This design comes from an exercise in tuning for a short achievable clock period and few clock cycles per item on the open sky130 flow, not from production work. The RTL was checked by simulation tests, not by an equivalence proof against the original design. Power and IR drop assume default switching activity.

==> v13 <==
Design cpu_top, start of the top module:
module cpu_top
(
    input  logic        clk,
    input  logic        rst,
    input  logic [15:0] mem_data_out,
    input  logic        mem_cplt,
    output logic [8:0]  mem_addr,
    output logic [15:0] mem_data_in,
    output logic        mem_r_en,
    output logic        mem_w_en
);
==> flow/config.mk <==
export PLATFORM = sky130hd
export DESIGN_NAME = cpu_top
export DESIGN_NICKNAME = cpu_top
export VERILOG_FILES = /design/flow/design.v
export SDC_FILE = /design/flow/constraint.sdc
export NUM_CORES = 4
export LEC_CHECK = 0
export ABC_CLOCK_PERIOD_IN_PS = 2500
export CAP_MARGIN = 20
export CORE_MARGIN = 2
export CORE_UTILIZATION = 40
export PLACE_DENSITY = 0.6
export SETUP_SLACK_MARGIN = 2.0
export SLEW_MARGIN = 20
export TNS_END_PERCENT = 100
==> flow/constraint.sdc <==
create_clock -name core_clock -period 5.0 [get_ports {clk}]
set_input_delay 1.0000 -clock core_clock [delete_from_list [all_inputs] [get_ports {clk}]]
set_output_delay 1.0000 -clock core_clock [all_outputs]
set_load 0.01 [all_outputs]
run.sh (not shown) runs the stock make flow with config.mk's settings and CLKGATE_MAP_FILE= SYNTH_SCRIPT=/design/flow/synth_recipe.tcl, a recipe that flattens the netlist after the stock synthesis.
==> v35: changes against v13 <==
Settings changed: ABC_CLOCK_PERIOD_IN_PS 2500 to unset, SETUP_SLACK_MARGIN 2.0 to unset, TNS_END_PERCENT 100 to unset.
==> comparison <==
Sequential power is about the same in v35 and v13.
Between v35 and v13, the lower setup slack is in v35 (gap 0.51 ns).
Between v35 and v13, the lower via count is in v35 (gap about 5%, measured against v13).
In v13 the power is larger than in v35, by 17%.
In v13 the routed wire length is higher than in v35, by 7.2%.
Testbench counts of v13, summed over its fixed seeds: cycles 73,834, instrs 21,628.
Testbench counts of v35, summed over its fixed seeds: cycles 73,834, instrs 21,628.

---

==> job 8625: inputs <==
Another version of the RTL of cpu_top (not shown whole).
Settings: LEC_CHECK=0, ABC_CLOCK_PERIOD_IN_PS=2400, CAP_MARGIN=20, CORE_MARGIN=2, CORE_UTILIZATION=40, PLACE_DENSITY=0.6, SETUP_SLACK_MARGIN=2.6, SLEW_MARGIN=20, TNS_END_PERCENT=100; clock period 5.0 ns.
==> inputs of job 5692, as changes to job 8625 <==
--- a/flow/design.v
+++ b/flow/design.v
@@ -61,22 +61,16 @@
     logic        blk, rd_pend, rd_pend2, t_in_r, d_isblk;
     logic [5:0]  tdist_r;
     logic [NL-1:0] pf_oh;                
     logic [15:0] d_rdoh, d_rsoh;         
     logic        q1_v, q1_isblk, pf_fix;
     logic [15:0] q1_ir, q1_rdoh, q1_rsoh;
     logic [7:0]  d_pd, q1_pd;
     logic [15:0] dq_oh;
-    logic        dq_hit, il_nf;
-    logic [15:0] dq_hdata;
-    logic [8:0]  il_addr;
-    logic [15:0] dc_v;
-    logic [4:0]  dc_tag [16];
-    logic [15:0] dc_dat [16];
     logic [8:0]  tdist_r9;
     logic [8:0]  q1_pc, tgt_f;
     logic        w_v;
     logic [3:0]  w_rd;
     logic [15:0] w_res, w_woh;
     logic        d_v;
     logic [15:0] d_ir;
     logic [8:0]  d_pc;
@@ -135,19 +129,18 @@
     wire r_cmp = is_r & !b12 & fn == 4'd8;
     wire r_mov = is_r &  b12 & fn == 4'd2;
     wire r2    = r_add | r_sub | r_and | r_or | r_xor | r_cmp;
     wire use_a = is_st | is_li | is_ai | is_si | r2 | r_not | r_neg;
     wire use_b = r2 | r_mov;
     wire d_wr  = is_ld | is_li | is_ai | is_si | r_add | r_sub | r_and | r_or |
                  r_xor | r_not | r_neg | r_mov;
     wire d_alu = is_li | is_ai | is_si | r2 | r_not | r_neg | r_mov;
-    logic [15:0] pend, lpend;
-    wire [15:0] lmask = lpend;
-    wire [15:0] pmask = pend;
+    wire [15:0] lmask = dq_oh | il_oh;
+    wire [15:0] pmask = x_woh | lmask;
     wire stall = (d_pd[2] & |(d_rdoh & pmask)) | (d_pd[1] & |(d_rsoh & pmask)) |
                  (d_pd[0] & |(d_rdoh & lmask)) | (p_mem & dq_v);
     wire d_go  = d_v & !is_ctl & !stall;
     logic cond;
     always_comb
     begin
         case (d_ir[12:11])
             2'd0:    cond = fl_eq;
@@ -163,28 +156,16 @@
     wire       blocking = blk & d_isblk;
     wire       redir    = d_res & taken;
     wire       fast_tk  = redir & blocking;
     wire       fast_nt  = d_res & !taken & blocking;
     wire       gen_rd   = redir & !blocking;
     wire d_cons  = d_v & (is_ctl ? d_res : !stall);
     wire take0   = !d_v | d_cons;
     wire f_adv   = avail & !q1_v & !rd_pend & !rd_pend2 & !pf_fix;
-    logic        d_hit;
-    logic [15:0] d_hdat;
-    always_comb
-    begin
-        d_hit  = 1'b0;
-        d_hdat = '0;
-        for (int i = 0; i < 16; i++)
-        begin
-            d_hit  = d_hit | (d_rsoh[i] & dc_v[i] & dc_tag[i] == d_ir[12:8]);
-            d_hdat = d_hdat | ({16{d_rsoh[i]}} & dc_dat[i]);
-        end
-    end
     logic [15:0] ra, rb;
     always_comb
     begin
         ra = '0;
         rb = '0;
         for (int i = 0; i < 16; i++)
         begin
             ra = ra | ({16{d_rdoh[i]}} & rf[i]);
@@ -226,25 +207,23 @@
             default: e_cond = fl_gt;
         endcase
     end
     wire       e_jmp   = mem_data_out[15:13] == 3'b001;
     wire       fl_fin  = !(x_v & x_cmp) & !(d_v & d_pd[7]) & !(q1_v & q1_pd[7]);
     wire       early   = stop_now & byp & f_adv & (e_jmp | fl_fin);
     wire       e_tk    = early & (e_jmp | e_cond);
     wire       stop_blk = stop_now & !early;
-    wire       dq_bus  = dq_v & !dq_hit;
-    wire       hcomp   = dq_v & dq_hit & !il_v;
-    wire       iss_e   = !dq_bus;
+    wire       iss_e   = !dq_v;
     wire [8:0] e_tgt   = b_addr + mem_data_out[8:0];
     wire [8:0] e_tgt1  = b_addr + mem_data_out[8:0] + 9'd1;
     wire       pf_ok  = (!blk | fast_nt) & a_lt_w & !rd_pend & !rd_pend2 & !stop_blk & !e_tk;
-    wire       iss_dq = bus_free & dq_bus;
-    wire       iss_tk = bus_free & !dq_bus & fast_tk;
-    wire       iss_pf = bus_free & !dq_bus & pf_ok;
+    wire       iss_dq = bus_free & dq_v;
+    wire       iss_tk = bus_free & !dq_v & fast_tk;
+    wire       iss_pf = bus_free & !dq_v & pf_ok;
     wire [8:0] tdist   = fa - tgt_r;
     wire       t_in = tdist != 9'd0 && tdist[8:6] == 3'd0 && tdist[5:0] <= rlen;
     wire       t_in2  = tdist_r9 != 9'd0 && tdist_r9[8:6] == 3'd0 && tdist_r9[5:0] <= rlen;
     wire       rd_out = rd_pend2 & !t_in2;
     wire [5:0] ahead_p1 = ahead + 6'd1;
     wire [5:0] ahead_m1 = ahead - 6'd1;
     always_ff @(posedge clk or posedge rst)
     begin
@@ -254,17 +233,17 @@
             b_wen   <= 1'b0;
             b_fetch <= 1'b1;
             b_stale <= 1'b0;
             b_addr  <= 9'd0;
         end
         else if (bus_free)
         begin
             b_stale <= 1'b0;
-            if (dq_bus)
+            if (dq_v)
             begin
                 b_ren   <= !dq_st;
                 b_wen   <= dq_st;
                 b_fetch <= 1'b0;
                 b_addr  <= dq_addr;
             end
             else if (fast_tk)
             begin
@@ -478,105 +457,63 @@
         x_lsel <= n_lsel;
         x_rd   <= rd;
         x_p    <= p_mrg;
         w_res  <= res;
         w_rd   <= x_rd;
         w_woh  <= x_v ? x_woh : 16'h0000;
         x_q    <= n_q;
         for (int i = 0; i < 16; i++)
-            x_woh[i] <= d_alu & d_wr & d_rdoh[i];
-    end
-    wire [15:0] dqm_cur  = {16{dq_v}} & dq_oh;
-    wire [15:0] dqm_next = (iss_dq | hcomp) ? 16'h0000 :
-                           (d_go & is_mem & is_ld) ? d_rdoh : dqm_cur;
-    wire [15:0] ilm_next = (iss_dq & !dq_st) ? dq_oh : (mem_cplt ? 16'h0000 : il_oh);
-    wire [15:0] xm_next  = (d_go & d_alu & d_wr) ? d_rdoh : 16'h0000;
-    always_ff @(posedge clk or posedge rst)
-    begin
-        if (rst)
-        begin
-            pend  <= '0;
-            lpend <= '0;
-        end
-        else
-        begin
-            lpend <= dqm_next | ilm_next;
-            pend  <= dqm_next | ilm_next | xm_next;
-        end
+            x_woh[i] <= d_go & d_alu & d_wr & rd == i[3:0];
     end
     always_ff @(posedge clk or posedge rst)
     begin
         if (rst)
         begin
             dq_v  <= 1'b0;
             dq_oh <= '0;
             il_v  <= 1'b0;
             il_oh <= '0;
-            il_nf <= 1'b0;
-            dc_v  <= '0;
         end
         else
         begin
-            if (iss_dq || hcomp)
+            if (iss_dq)
+            begin
                 dq_v  <= 1'b0;
+                dq_oh <= '0;
+            end
             else if (d_go & is_mem)
+            begin
                 dq_v  <= 1'b1;
-            if (!dq_v)
                 dq_oh <= is_ld ? d_rdoh : 16'h0000;
-            if (iss_dq & !dq_st)
-                il_nf <= 1'b0;
-            else if (d_go & is_st & il_v)
-                il_nf <= 1'b1;
-            if (dq_v & dq_st)
-                dc_v[dq_addr[3:0]] <= 1'b1;
-            else if (mem_cplt & il_v & !il_nf)
-                dc_v[il_addr[3:0]] <= 1'b1;
+            end
             if (iss_dq & !dq_st)
             begin
                 il_v <= 1'b1;
                 for (int i = 0; i < 16; i++)
                     il_oh[i] <= dq_rd == i[3:0];
             end
             else if (mem_cplt)
             begin
                 il_v  <= 1'b0;
                 il_oh <= '0;
             end
         end
     end
     always_ff @(posedge clk)
     begin
-        if (!dq_v)
+        if (d_go & is_mem)
         begin
             dq_st    <= is_st;
             dq_addr  <= d_ir[12:4];
             dq_rd    <= rd;
             dq_wdata <= ra;
-            dq_hit   <= is_ld & d_hit;
-            dq_hdata <= d_hdat;
         end
         if (iss_dq)
-        begin
-            il_rd   <= dq_rd;
-            il_addr <= dq_addr;
-        end
-        for (int i = 0; i < 16; i++)
-        begin
-            if (dq_v && dq_st && dq_addr[3:0] == i[3:0])
-            begin
-                dc_tag[i] <= dq_addr[8:4];
-                dc_dat[i] <= dq_wdata;
-            end
-            else if (mem_cplt && il_v && !il_nf && il_addr[3:0] == i[3:0])
-            begin
-                dc_tag[i] <= il_addr[8:4];
-                dc_dat[i] <= mem_data_out;
-            end
-        end
+            il_rd <= dq_rd;
     end
     always_ff @(posedge clk or posedge rst)
     begin
         if (rst)
         begin
             fl_eq <= 1'b0;
             fl_lt <= 1'b0;
             fl_gt <= 1'b0;
@@ -594,19 +531,17 @@
         begin
             for (int i = 0; i < 16; i++)
                 rf[i] <= 16'h0000;
         end
         else
         begin
             for (int i = 0; i < 16; i++)
             begin
-                if (hcomp && dq_oh[i])
-                    rf[i] <= dq_hdata;
-                else if (w_woh[i])
+                if (w_woh[i])
                     rf[i] <= w_res;
                 else if (mem_cplt && il_oh[i])
                     rf[i] <= mem_data_out;
             end
         end
     end
 endmodule
 `default_nettype wire
==> inputs of job 1048, as changes to job 8625 <==
--- a/flow/design.v
+++ b/flow/design.v
@@ -93,24 +93,31 @@
     logic [3:0]  il_rd;
     logic [15:0] il_oh;
     logic        fl_eq, fl_lt, fl_gt;
     logic [15:0] rf [16];
     wire a_ge2 = ahead >= 6'd2;
     wire a_eq1 = ahead == 6'd1;
     wire byp   = a_eq1 & f_done;
     wire avail = a_ge2 | (a_eq1 & !inf_f) | byp;
+    logic [7:0]  c_pd [NL];
     logic [15:0] lw;
+    logic [7:0]  lpd;
     always_comb
     begin
-        lw = '0;
+        lw  = '0;
+        lpd = '0;
         for (int i = 0; i < NL; i++)
-            lw = lw | ({16{pf_oh[i]}} & c_dat[i]);
+        begin
+            lw  = lw  | ({16{pf_oh[i]}} & c_dat[i]);
+            lpd = lpd | ({8{pf_oh[i]}} & c_pd[i]);
+        end
     end
     wire [15:0] f_word = byp ? mem_data_out : lw;
+    wire [7:0]  f_pd_raw = byp ? predec(mem_data_out) : lpd;
     wire [2:0] op  = d_ir[15:13];
     wire [3:0] rd  = d_ir[3:0];
     wire [3:0] rs  = d_ir[7:4];
     wire [3:0] fn  = d_ir[11:8];
     wire       b12 = d_ir[12];
     wire is_ld  = op == 3'b000;
     wire is_jmp = op == 3'b001;
     wire is_st  = op == 3'b010;
@@ -382,27 +389,30 @@
             else if (fast_nt)
                 blk <= 1'b0;
         end
     end
     always_ff @(posedge clk)
     begin
         for (int i = 0; i < NL; i++)
             if (f_done && b_addr[4:0] == i[4:0])
+            begin
                 c_dat[i] <= mem_data_out;
+                c_pd[i]  <= predec(mem_data_out);
+            end
     end
     logic [15:0] f_rdoh, f_rsoh;
     always_comb
         for (int i = 0; i < 16; i++)
         begin
             f_rdoh[i] = f_word[3:0] == i[3:0];
             f_rsoh[i] = f_word[7:4] == i[3:0];
         end
     wire f_isblk = (byp & stop_blk) | (blk & pc_f == blk_addr);
-    wire [7:0] f_pd = early ? 8'd0 : predec(f_word);
+    wire [7:0] f_pd = early ? 8'd0 : f_pd_raw;
     always_ff @(posedge clk or posedge rst)
     begin
         if (rst)
         begin
             d_v      <= 1'b0;
             q1_v     <= 1'b0;
             d_isblk  <= 1'b0;
             q1_isblk <= 1'b0;
==> flow/config.mk (replaced) <==
export PLATFORM = sky130hd
export DESIGN_NAME = cpu_top
export DESIGN_NICKNAME = cpu_top
export VERILOG_FILES = /design/flow/design.v
export SDC_FILE = /design/flow/constraint.sdc
export NUM_CORES = 4
export LEC_CHECK = 0
export ABC_CLOCK_PERIOD_IN_PS = 2400
export CAP_MARGIN = 20
export CORE_MARGIN = 2
export CORE_UTILIZATION = 40
export PLACE_DENSITY = 0.5
export SETUP_SLACK_MARGIN = 2.6
export SLEW_MARGIN = 20
export TNS_END_PERCENT = 100
==> tab_implementation.tex <==
\begin{tabular}{lr}
\hline
Metric & Value \\
\hline
\multicolumn{2}{l}{\textbf{Status}} \\
\quad Status & complete, no violations \\
\multicolumn{2}{l}{\textbf{Drt}} \\
\quad Met1 WL & 118 mm \\
\multicolumn{2}{l}{\textbf{STA}} \\
\quad Worst clock skew & 0.0258 ns \\
\multicolumn{2}{l}{\textbf{Finish}} \\
\quad Sequential cell area in the final layout & 45100 sq um \\
\quad Footprint of the multi-input gates & 32700 sq um \\
\quad Number of filler cells placed in the layout & 16400 \\
\multicolumn{2}{l}{\textbf{Yosys}} \\
\quad Avg Synthesized Cell Area & 11.5 sq um \\
\quad Compound-Gate Fraction of Synth Area & 16.3\% \\
\multicolumn{2}{l}{\textbf{Critical path}} \\
\quad Critical Path AT & 3.73 ns \\
\multicolumn{2}{l}{\textbf{Floorplanning}} \\
\quad Die H & 442 um \\
\multicolumn{2}{l}{\textbf{Placement}} \\
\quad Global placement routability congestion & 0.961 \\
\multicolumn{2}{l}{\textbf{Global routing}} \\
\quad Overall fraction of global-route tracks in use & 30.6\% \\
\hline
\end{tabular}
the above is filed under job 8625

==> tab_implementation.tex <==
\begin{tabular}{lr}
\hline
Metric & Value \\
\hline
\multicolumn{2}{l}{\textbf{Yosys}} \\
\quad Area of the mapped netlist & 86100 sq um \\
\quad Compound-Gate Fraction of Synth Area & 15.6\% \\
\multicolumn{2}{l}{\textbf{Drt}} \\
\quad Met1 WL & 146 mm \\
\multicolumn{2}{l}{\textbf{Placement}} \\
\quad Global placement routability congestion & 0.939 \\
\multicolumn{2}{l}{\textbf{Finish}} \\
\quad Most common library cell in the layout ignoring fill and taps & sky130\_fd\_sc\_hd\_\_edfxtp\_1 \\
\quad Number of filler cells placed in the layout & 18500 \\
\quad Clkbuf count & 297 \\
\quad Sequential cell area in the final layout & 52800 sq um \\
\quad Footprint of the multi-input gates & 34400 sq um \\
\multicolumn{2}{l}{\textbf{Floorplanning}} \\
\quad Die H & 468 um \\
\multicolumn{2}{l}{\textbf{Clock tree}} \\
\quad Clock latency on the worst-skew pair & 0.90 ns \\
\multicolumn{2}{l}{\textbf{Critical path}} \\
\quad Critical Path AT & 3.53 ns \\
\quad Critical-path top delay cell & sky130\_fd\_sc\_hd\_\_edfxtp\_1 \\
\quad Kind of launch point of the worst setup path & flop \\
\multicolumn{2}{l}{\textbf{STA}} \\
\quad Worst clock skew & 0.0663 ns \\
\multicolumn{2}{l}{\textbf{Global routing}} \\
\quad Overflow after GRT & 0 \\
\multicolumn{2}{l}{\textbf{Status}} \\
\quad Status & complete, no violations \\
\multicolumn{2}{l}{\textbf{Run}} \\
\quad Maxcap violations & 0 \\
\hline
\end{tabular}
the above is filed under job 1048

==> tab_implementation.tex <==
\begin{tabular}{lr}
\hline
Metric & Value \\
\hline
\multicolumn{2}{l}{\textbf{Finish}} \\
\quad Sequential cell area in the final layout & 33000 sq um \\
\quad Number of filler cells placed in the layout & 11200 \\
\quad Inverter count & 92 \\
\multicolumn{2}{l}{\textbf{Floorplanning}} \\
\quad Die H & 373 um \\
\quad Initial cell density of the core & 40.3\% \\
\multicolumn{2}{l}{\textbf{Global routing}} \\
\quad Overall fraction of global-route tracks in use & 30.5\% \\
\multicolumn{2}{l}{\textbf{Drt}} \\
\quad Met1 WL & 86.4 mm \\
\multicolumn{2}{l}{\textbf{Yosys}} \\
\quad Compound-Gate Fraction of Synth Area & 17.1\% \\
\quad Syn Nets & 4792 \\
\quad Avg Synthesized Cell Area & 11.6 sq um \\
\multicolumn{2}{l}{\textbf{Critical path}} \\
\quad Critical Path AT & 3.62 ns \\
\quad Register-to-register path setup slack & 1.88 ns \\
\multicolumn{2}{l}{\textbf{Placement}} \\
\quad Global placement routability congestion & 0.925 \\
\multicolumn{2}{l}{\textbf{Status}} \\
\quad Status & complete, no violations \\
\hline
\end{tabular}
the above is filed under job 5692

Testbench counts of job 8625, summed over its fixed seeds: cycles 73,280, instrs 21,628.
Testbench counts of job 5692, summed over its fixed seeds: cycles 74,493, instrs 21,628.
Testbench counts of job 1048, summed over its fixed seeds: cycles 73,280, instrs 21,628.

[what the ideal ports hide]
How much do the figures lean on ideal ports? The routed layouts below were timed once more, with nothing changed but the port constraints. Step 1 sets driving cells, clkbuf_16 on the clock port and buf_2 on the other inputs (assumed; they add their load-dependent delay and slew). Step 2 moves the port delays by t, midway between the first and last clock arrival at a register: inputs arrive t later, outputs are due t later. That takes back most of the time a late clock gives input paths. Three values: ideal, step 1, step 2; two values: the first two.
run | t (ns) | slack for setup (ns) | latest minus earliest clock arrival (ns) | worst data-port slew with drivers (ns) | pins driven straight from the clock port
v13 | 0.791 | 1.061 / 1.061 / 0.980 | 0.061 / 0.061 | 0.09 | 1
v35 | 0.808 | 0.554 / 0.554 / 0.554 | 0.109 / 0.109 | 0.16 | 1
job 8625 | 0.912 | 1.903 / 1.903 / 1.321 | 0.030 / 0.030 | 0.20 | 1
job 5692 | 0.866 | 1.883 / 1.883 / 1.324 | 0.054 / 0.054 | 0.18 | 1
job 1048 | 0.969 | 2.102 / 2.102 / 1.350 | 0.075 / 0.075 | 0.10 | 1
After both steps setup and hold are still met in every run listed. The setup slack of job 1048, which loses most, moves by 0.000 ns with the drivers and by -0.752 ns with both steps.
